From an optimization exercise on the open Yosys and OpenROAD flow, aimed at a short achievable clock period and few clock cycles per item; shortcuts taken in it are not production practice. Function not checked in this run: the RTL went through the layout flow alone. Power and IR drop assume default switching activity.

==> flow/design.v <==
package lib_cpu;
    localparam int CPU_XLEN   = 32;
    localparam int CPU_MEM_AW = 6;
    typedef struct packed {
        logic [CPU_XLEN-1:0] pc;
        logic                intr_en;
        logic [CPU_XLEN-1:0] intr_vec;
        logic [CPU_XLEN-1:0] intr_pc;
        logic                ack;
        logic                tx_req;
        logic [7:0]          tx_data;
    } SPECIAL_REG;
    typedef struct packed {
        logic                  w_rd;
        logic [CPU_XLEN-1:0]   x_rd;
        logic                  mem_r_req;
        logic                  mem_w_req;
        logic [CPU_MEM_AW-1:0] mem_addr;
        SPECIAL_REG            sr;
    } EXECUTE;
endpackage
package lib_mem;
    typedef enum logic [1:0] {
        S_IDLE   = 2'd0,
        S_LOAD   = 2'd1,
        S_COMMIT = 2'd2
    } MEM_STATE;
    localparam int MEM_WORDS = 64;
    localparam logic [106:0] SR_RESET = '0;   
endpackage
module lib_data_ram #(
    parameter int W  = 32,
    parameter int AW = 6
) (
    input  logic          clk,
    input  logic          we,
    input  logic          re,
    input  logic [AW-1:0] addr,
    input  logic [W-1:0]  wdata,
    output logic [W-1:0]  rdata
);
    logic [W-1:0] mem [1<<AW];
    always_ff @(posedge clk) begin
        if (we)
            mem[addr] <= wdata;
        if (re)
            rdata <= mem[addr];
    end
endmodule
module lib_mem_wb #(
    parameter int XLEN   = 32,
    parameter int MEM_AW = 6,
    parameter int RF_AW  = 4
) (
    input  logic             clk,
    input  logic             reset,
    input  logic             ex_valid,
    output logic             ex_ready,
    input  lib_cpu::EXECUTE  ex,
    input  logic [RF_AW-1:0] ex_rd,
    output logic             rf_we,
    output logic [RF_AW-1:0] rf_waddr,
    output logic [XLEN-1:0]  rf_wdata,
    output lib_cpu::SPECIAL_REG sr,
    output logic             commit,
    input  logic             intr_req,
    output logic             intr_pending
);
    lib_mem::MEM_STATE   state;
    logic                hold_we;
    lib_cpu::SPECIAL_REG hold_sr;
    logic        accept;
    logic        ram_we;
    logic        ram_re;
    logic [XLEN-1:0] ram_rdata;
    assign ex_ready = (state == lib_mem::S_IDLE);
    assign accept   = ex_valid && ex_ready;
    assign ram_re   = accept && ex.mem_r_req;
    assign ram_we   = accept && ex.mem_w_req && !ex.mem_r_req;
    lib_data_ram #(
        .W  (XLEN),
        .AW (MEM_AW)
    ) u_ram (
        .clk   (clk),
        .we    (ram_we),
        .re    (ram_re),
        .addr  (ex.mem_addr),
        .wdata (ex.x_rd),
        .rdata (ram_rdata)
    );
    always_ff @(posedge clk) begin
        if (reset) begin
            state    <= lib_mem::S_IDLE;
            hold_we  <= 1'b0;
            hold_sr  <= lib_mem::SR_RESET;
            sr       <= lib_mem::SR_RESET;
            rf_we    <= 1'b0;
            rf_waddr <= '0;
            rf_wdata <= '0;
            commit   <= 1'b0;
        end else begin
            case (state)
                lib_mem::S_IDLE: begin
                    if (ex_valid) begin
                        hold_we  <= ex.w_rd && (ex_rd != '0);
                        hold_sr  <= ex.sr;
                        rf_waddr <= ex_rd;
                        rf_wdata <= ex.x_rd;
                        if (ex.mem_r_req) begin
                            state <= lib_mem::S_LOAD;
                        end else begin
                            state  <= lib_mem::S_COMMIT;
                            commit <= 1'b1;
                            rf_we  <= ex.w_rd && (ex_rd != '0);
                        end
                    end
                end
                lib_mem::S_LOAD: begin
                    rf_wdata <= ram_rdata;
                    rf_we    <= hold_we;
                    commit   <= 1'b1;
                    state    <= lib_mem::S_COMMIT;
                end
                lib_mem::S_COMMIT: begin
                    sr     <= hold_sr;
                    rf_we  <= 1'b0;
                    commit <= 1'b0;
                    state  <= lib_mem::S_IDLE;
                end
                default: state <= lib_mem::S_IDLE;
            endcase
        end
    end
    always_ff @(posedge clk) begin
        if (reset)
            intr_pending <= 1'b0;
        else if (intr_req)
            intr_pending <= 1'b1;
        else if (state == lib_mem::S_COMMIT && hold_sr.ack)
            intr_pending <= 1'b0;
    end
endmodule
module mem_wb_top (
    input  logic         clk,
    input  logic         reset,
    input  logic         ex_valid,
    output logic         ex_ready,
    input  logic         ex_w_rd,
    input  logic [31:0]  ex_x_rd,
    input  logic         ex_mem_r_req,
    input  logic         ex_mem_w_req,
    input  logic [5:0]   ex_mem_addr,
    input  logic [106:0] ex_sr,
    input  logic [3:0]   ex_rd,
    output logic         rf_we,
    output logic [3:0]   rf_waddr,
    output logic [31:0]  rf_wdata,
    output logic [106:0] sr,
    output logic         commit,
    input  logic         intr_req,
    output logic         intr_pending
);
    lib_cpu::EXECUTE     ex;
    lib_cpu::SPECIAL_REG sr_s;
    assign ex.w_rd      = ex_w_rd;
    assign ex.x_rd      = ex_x_rd;
    assign ex.mem_r_req = ex_mem_r_req;
    assign ex.mem_w_req = ex_mem_w_req;
    assign ex.mem_addr  = ex_mem_addr;
    assign ex.sr        = ex_sr;
    assign sr           = sr_s;
    lib_mem_wb #(
        .XLEN   (32),
        .MEM_AW (6),
        .RF_AW  (4)
    ) u_mem_wb (
        .clk          (clk),
        .reset        (reset),
        .ex_valid     (ex_valid),
        .ex_ready     (ex_ready),
        .ex           (ex),
        .ex_rd        (ex_rd),
        .rf_we        (rf_we),
        .rf_waddr     (rf_waddr),
        .rf_wdata     (rf_wdata),
        .sr           (sr_s),
        .commit       (commit),
        .intr_req     (intr_req),
        .intr_pending (intr_pending)
    );
endmodule
==> flow/run.sh <==
#!/bin/bash
# synth_recipe.tcl (not shown) runs the flow's synth.tcl, then flattens the netlist and writes it again
# the make line also repeats each setting of config.mk as NAME=value (left out here)
make -C /OpenROAD-flow-scripts/flow DESIGN_CONFIG=/design/flow/config.mk WORK_HOME=/design/flow/orfs CLKGATE_MAP_FILE= SYNTH_SCRIPT=/design/flow/synth_recipe.tcl finish
==> flow/config.mk <==
export PLATFORM = sky130hd
export DESIGN_NAME = mem_wb_top
export DESIGN_NICKNAME = mem_wb_top
export VERILOG_FILES = /design/flow/design.v
export SDC_FILE = /design/flow/constraint.sdc
export NUM_CORES = 4
export LEC_CHECK = 0
export CAP_MARGIN = 20
export CORE_MARGIN = 2
export CORE_UTILIZATION = 40
export SLEW_MARGIN = 20
==> flow/constraint.sdc <==
create_clock -name core_clock -period 5.0 [get_ports {clk}]
set_input_delay 1.0000 -clock core_clock [delete_from_list [all_inputs] [get_ports {clk}]]
set_output_delay 1.0000 -clock core_clock [all_outputs]
set_load 0.01 [all_outputs]
==> reports/results.tsv <==
stage	metric	value	unit
outcome	run status	no timing/DRC/antenna violations	
setup_path	CP Buf/Inv Count	2	
floorplan	FP Rows	171	
global_routing	initial antenna violation count	36	
worst_hold_path	hold path endpoint	u_mem_wb.hold_sr[63]	
worst_hold_path	hold_sp	u_mem_wb.hold_sr[63]	
setup_path	CP Max Fanout	14	
clocking	CTS tree	built	
timing	Worst-Margin Slew	1210	ps
floorplan	DIE WIDTH	472	µm
clocking	latest clock arrival within the worst-skew pair	880	ps
routing	Via density	6.05	
cells_and_area	Area Overhead vs Synth	17.7	%
worst_hold_path	hold depth	2	
setup_path	Crit. End Element	flop	
cells_and_area	number of fill cells	18305	
clocking	Longest Clk Path Bufs	3	
setup_path	Arr. time, crit path	4660	ps
logic_synthesis	Async SR Flop Fraction	0	
timing	Final Skew	44.0	ps
cells_and_area	Util after Layout	0.474	
logic_synthesis	Syn. warnings	2	
floorplan	Core Region	217000	µm²
power	Worst VDD drop	306	µV
timing	relative slew slack	0.193	
clocking	Root Driver	clkbuf_16	
setup_path	CP max stage cell	clkdlybuf4s50_1	
setup_path	WS Path Type	input pin to flop	
timing	part of the cycle the worst path needs	0.812	
setup_path	Critical Path Max Stage Delay	800	ps
logic_synthesis	synthesized netlist cell count	5368	
clocking	setup bufs post-CTS	0	
timing	final hold vios	0	
logic_synthesis	syn avg cell area	16.3	µm²
power	Leak	0.0327	µW
clocking	CTS H-tree lvls	4	
logic_synthesis	Synth Net Count	5527	
cells_and_area	nets	5995	
logic_synthesis	sequential area share after synthesis	0.772	
floorplan	full die area	223000	µm²
timing	FMAX	246	MHz
timing	Final WS setup	941	ps
routing	drt first-iter violations	7022	
timing	fin crit period	4060	ps
setup_path	R2R depth	10	
setup_path	R2R Setup Slk	1620	ps
timing	Max Slew Vio Count	0	
logic_synthesis	Main synth FF type	edfxtp_1	
logic_synthesis	combinational family with the most area after synthesis	compound AO/OA/AOI/OAI gates	
logic_synthesis	XOR/XNOR Fraction of Synth Area	0	
cells_and_area	commonest non-fill, non-tap cell in the layout	edfxtp_1	
setup_path	R2R Path End	u_mem_wb.u_ram.mem[50][20]	
worst_hold_path	hold crit path type	flop to flop	
power	pwr dens	399	nW/µm²
timing	RSZ-0062 raised after global routing	no	
logic_synthesis	synth unique cells	61	
floorplan	Initial Util	0.403	
routing	average wire per standard cell	32.0	µm
setup_path	CP Launch Type	input pin	
global_routing	global-route wire length before repair	395000	µm
routing	remaining antenna violation count	0	
cells_and_area	Multi-input gate area	18700	µm²
setup_path	delay-heaviest family, CP	simple AND/OR/NAND/NOR gates	
placed_design	DP Wirelength	181000	µm
logic_synthesis	Yosys reg bits	2336	
floorplan	Die Ht	472	µm
clocking	clk sinks	2336	
clocking	CTS Hold Bufs	0	
cells_and_area	FF/Latch Area	67600	µm²
global_routing	vias in the first global route	51099	
routing	DRC viols	0	
timing	Setup violations, final	0	
setup_path	crit path cell chain	clkdlybuf4s50_1, nor3b_2, nand2_1, o22ai_1, nor4_1, buf_4, nand3_1, or4_1	
global_routing	grt ovf	0	
flow_run	max cap viols	0	
routing	vias after detailed routing	53829	
logic_synthesis	Synth Area in Simple Gates	0.0368	
setup_path	critical path data required time	5600	ps
timing	WHS	455	ps
global_routing	largest net degree at the start of global routing	119	
logic_synthesis	Synth Cell Area	87600	µm²
cells_and_area	share of post-route cells with drive strength above 1	0.147	
clocking	clk slew on worst S/H paths	60	ps
clocking	CTS Buf Count	230	
logic_synthesis	Post-Synth Adder-Cell Area	0.000429	
clocking	cts repair resizes	0	
cells_and_area	commonest non-fill, non-tap cells in the layout	edfxtp_1, a22oi_1, mux2i_1	
logic_synthesis	post-synthesis compound-gate area fraction	0.116	
placed_design	pre-CTS WS	-41.6	ps
power	total chip power	41200	µW
placed_design	I/O Buffers	302	
routing	drt first pass iters	6	
global_routing	All-Layer GR Usage	0.248	
logic_synthesis	post-synthesis mux area share	0.0532	
placed_design	Final GP Congestion	0.975	
setup_path	worst reg2reg startpoint	u_mem_wb.state[0]	
routing	DRT Wirelength	285000	µm
logic_synthesis	EDFF count, synth	2080	
floorplan	IO Count	303	
## cells in the mapped netlist (3+ instances only)
library cell | number | area, µm²
nand4_1 | 16 | 100
o22ai_1 | 229 | 1430
nor3b_1 | 6 | 45.0
a22oi_1 | 464 | 3480
buf_1 | 42 | 158
mux2_2 | 43 | 484
mux4_2 | 36 | 811
nor2_1 | 313 | 1170
o31ai_1 | 13 | 97.6
nand3_1 | 22 | 110
nand3b_1 | 3 | 22.5
mux2i_1 | 318 | 3180
buf_2 | 110 | 551
o21ai_0 | 140 | 701
nor2b_1 | 7 | 43.8
nand2_1 | 274 | 1030
ha_1 | 3 | 37.5
a21oi_1 | 239 | 1200
nor4_1 | 27 | 169
mux4_1 | 7 | 184
dfxtp_1 | 256 | 5120
and3_1 | 4 | 25.0
buf_4 | 24 | 180
a21boi_0 | 13 | 97.6
o221ai_1 | 3 | 26.3
o211ai_1 | 4 | 30.0
nor3_1 | 21 | 105
edfxtp_1 | 2080 | 62500
or3_1 | 6 | 37.5
or4_1 | 13 | 97.6
and4_1 | 14 | 123
and2_1 | 6 | 37.5
a211oi_1 | 62 | 465
clkbuf_1 | 209 | 785
buf_6 | 16 | 180
inv_1 | 5 | 18.8
a221oi_1 | 279 | 2440
o21ai_1 | 10 | 50.1
## how the worst max path moves through the flow
stage               slack, ps                   endpoint            from  cells after the start
floorplan                 900  u_mem_wb.u_ram.mem[14][0]  ex_mem_addr[1]                      8
global placement           10   u_mem_wb.u_ram.rdata[26]  ex_mem_addr[3]                      8
detailed placement        -40   u_mem_wb.u_ram.rdata[26]  ex_mem_addr[3]                      8
CTS                       890   u_mem_wb.u_ram.rdata[26]  ex_mem_addr[3]                      8
global route              960   u_mem_wb.u_ram.rdata[26]  ex_mem_addr[3]                      8
finish                    940   u_mem_wb.u_ram.rdata[26]  ex_mem_addr[3]                      8
## layer usage
| metal | part of all wire | vias up | global-route usage |
|---|---|---|---|
| li1 | - | 22642 | - |
| met1 | 0.39 | 27569 | 0.332 |
| met2 | 0.45 | 3094 | 0.384 |
| met3 | 0.10 | 502 | 0.0632 |
| met4 | 0.048 | 22 | 0.108 |
| met5 | 0.00054 | - | 0 |
## worst reg2reg max path, delay by kind of cell, from the launching register on
| family | cells | cell delay (ps) |
|---|---|---|
| AND/OR/NAND/NOR | 5 | 1290 |
| flip-flops | 1 | 320 |
| buffers and inverters | 4 | 1030 |
| adder cells (fa/ha/maj) | 1 | 460 |
## metrics by stage
stage               setup TNS, ps  instances  cell area (µm²)
floorplan                       0       5368            87600
global placement                0       8457            95700
detailed placement          -41.6       8457            95800
CTS                             0       8888           103000
global route                    0       8889           103000
finish                          0       8901           103000
## cell type report
cell class              count  area share
flip-flops and latches   2336       0.655
clock buffers             288      0.0589
well taps                2854      0.0346
multi-input cells        2623       0.182
repair buffers            639      0.0570
inverters                   6    0.000267
clock inverters           143      0.0120
diodes                     12    0.000291
## sequential cells by signal, summed over array words and instances, names as in the netlist
name,count
u_mem_wb.commit,1
u_mem_wb.hold_sr,107
u_mem_wb.hold_we,1
u_mem_wb.intr_pending,1
u_mem_wb.rf_waddr,4
u_mem_wb.rf_wdata,32
u_mem_wb.rf_we,1
u_mem_wb.sr,107
u_mem_wb.state,2
u_mem_wb.u_ram.mem,2048
u_mem_wb.u_ram.rdata,32
## where the power goes
group | internal [µW] | switching, µW
registers | 21400 | 99.7
clock network | 9430 | 7450
logic | 876 | 1910
total | 31700 | 9460
## kinds of logic (layout without fill, tap and decap cells)
family | count (synthesis) | after routing
other | 0 | 12
buffers and inverters | 409 | 1076
AO/OA/AOI/OAI | 1472 | 1472
flip-flops | 2336 | 2336
multiplexers | 404 | 404
AND/OR/NAND/NOR | 744 | 744
adder cells (fa/ha/maj) | 3 | 3

## static timing again, ports no longer ideal
Ports are ideal in the flow. The routed layout listed here was re-timed in OpenROAD.
Step 1 sets driving cells, clkbuf_16 on the clock port and buf_2 on the other inputs (assumed; they add their load-dependent delay and slew).
Step 2, shift: input delay + t, output delay - t, t = (earliest + latest rising clock arrival at the registers) / 2. This alone moves slack from input paths to output paths.
a / b / c = no drivers / after step 1 / after step 2; a / b = the first two.
t, ns: 0.946
setup slack, ns: 0.941 / 0.952 / 0.006
worst setup path after step 2: input to register
slew at the worst register clock pin (ns): 0.07 / 0.07
cell pins on the clock port's net: 1
After both steps setup and hold are still met in this run. The setup slack of this run moves by +0.011 ns with the drivers and by -0.935 ns with both steps.
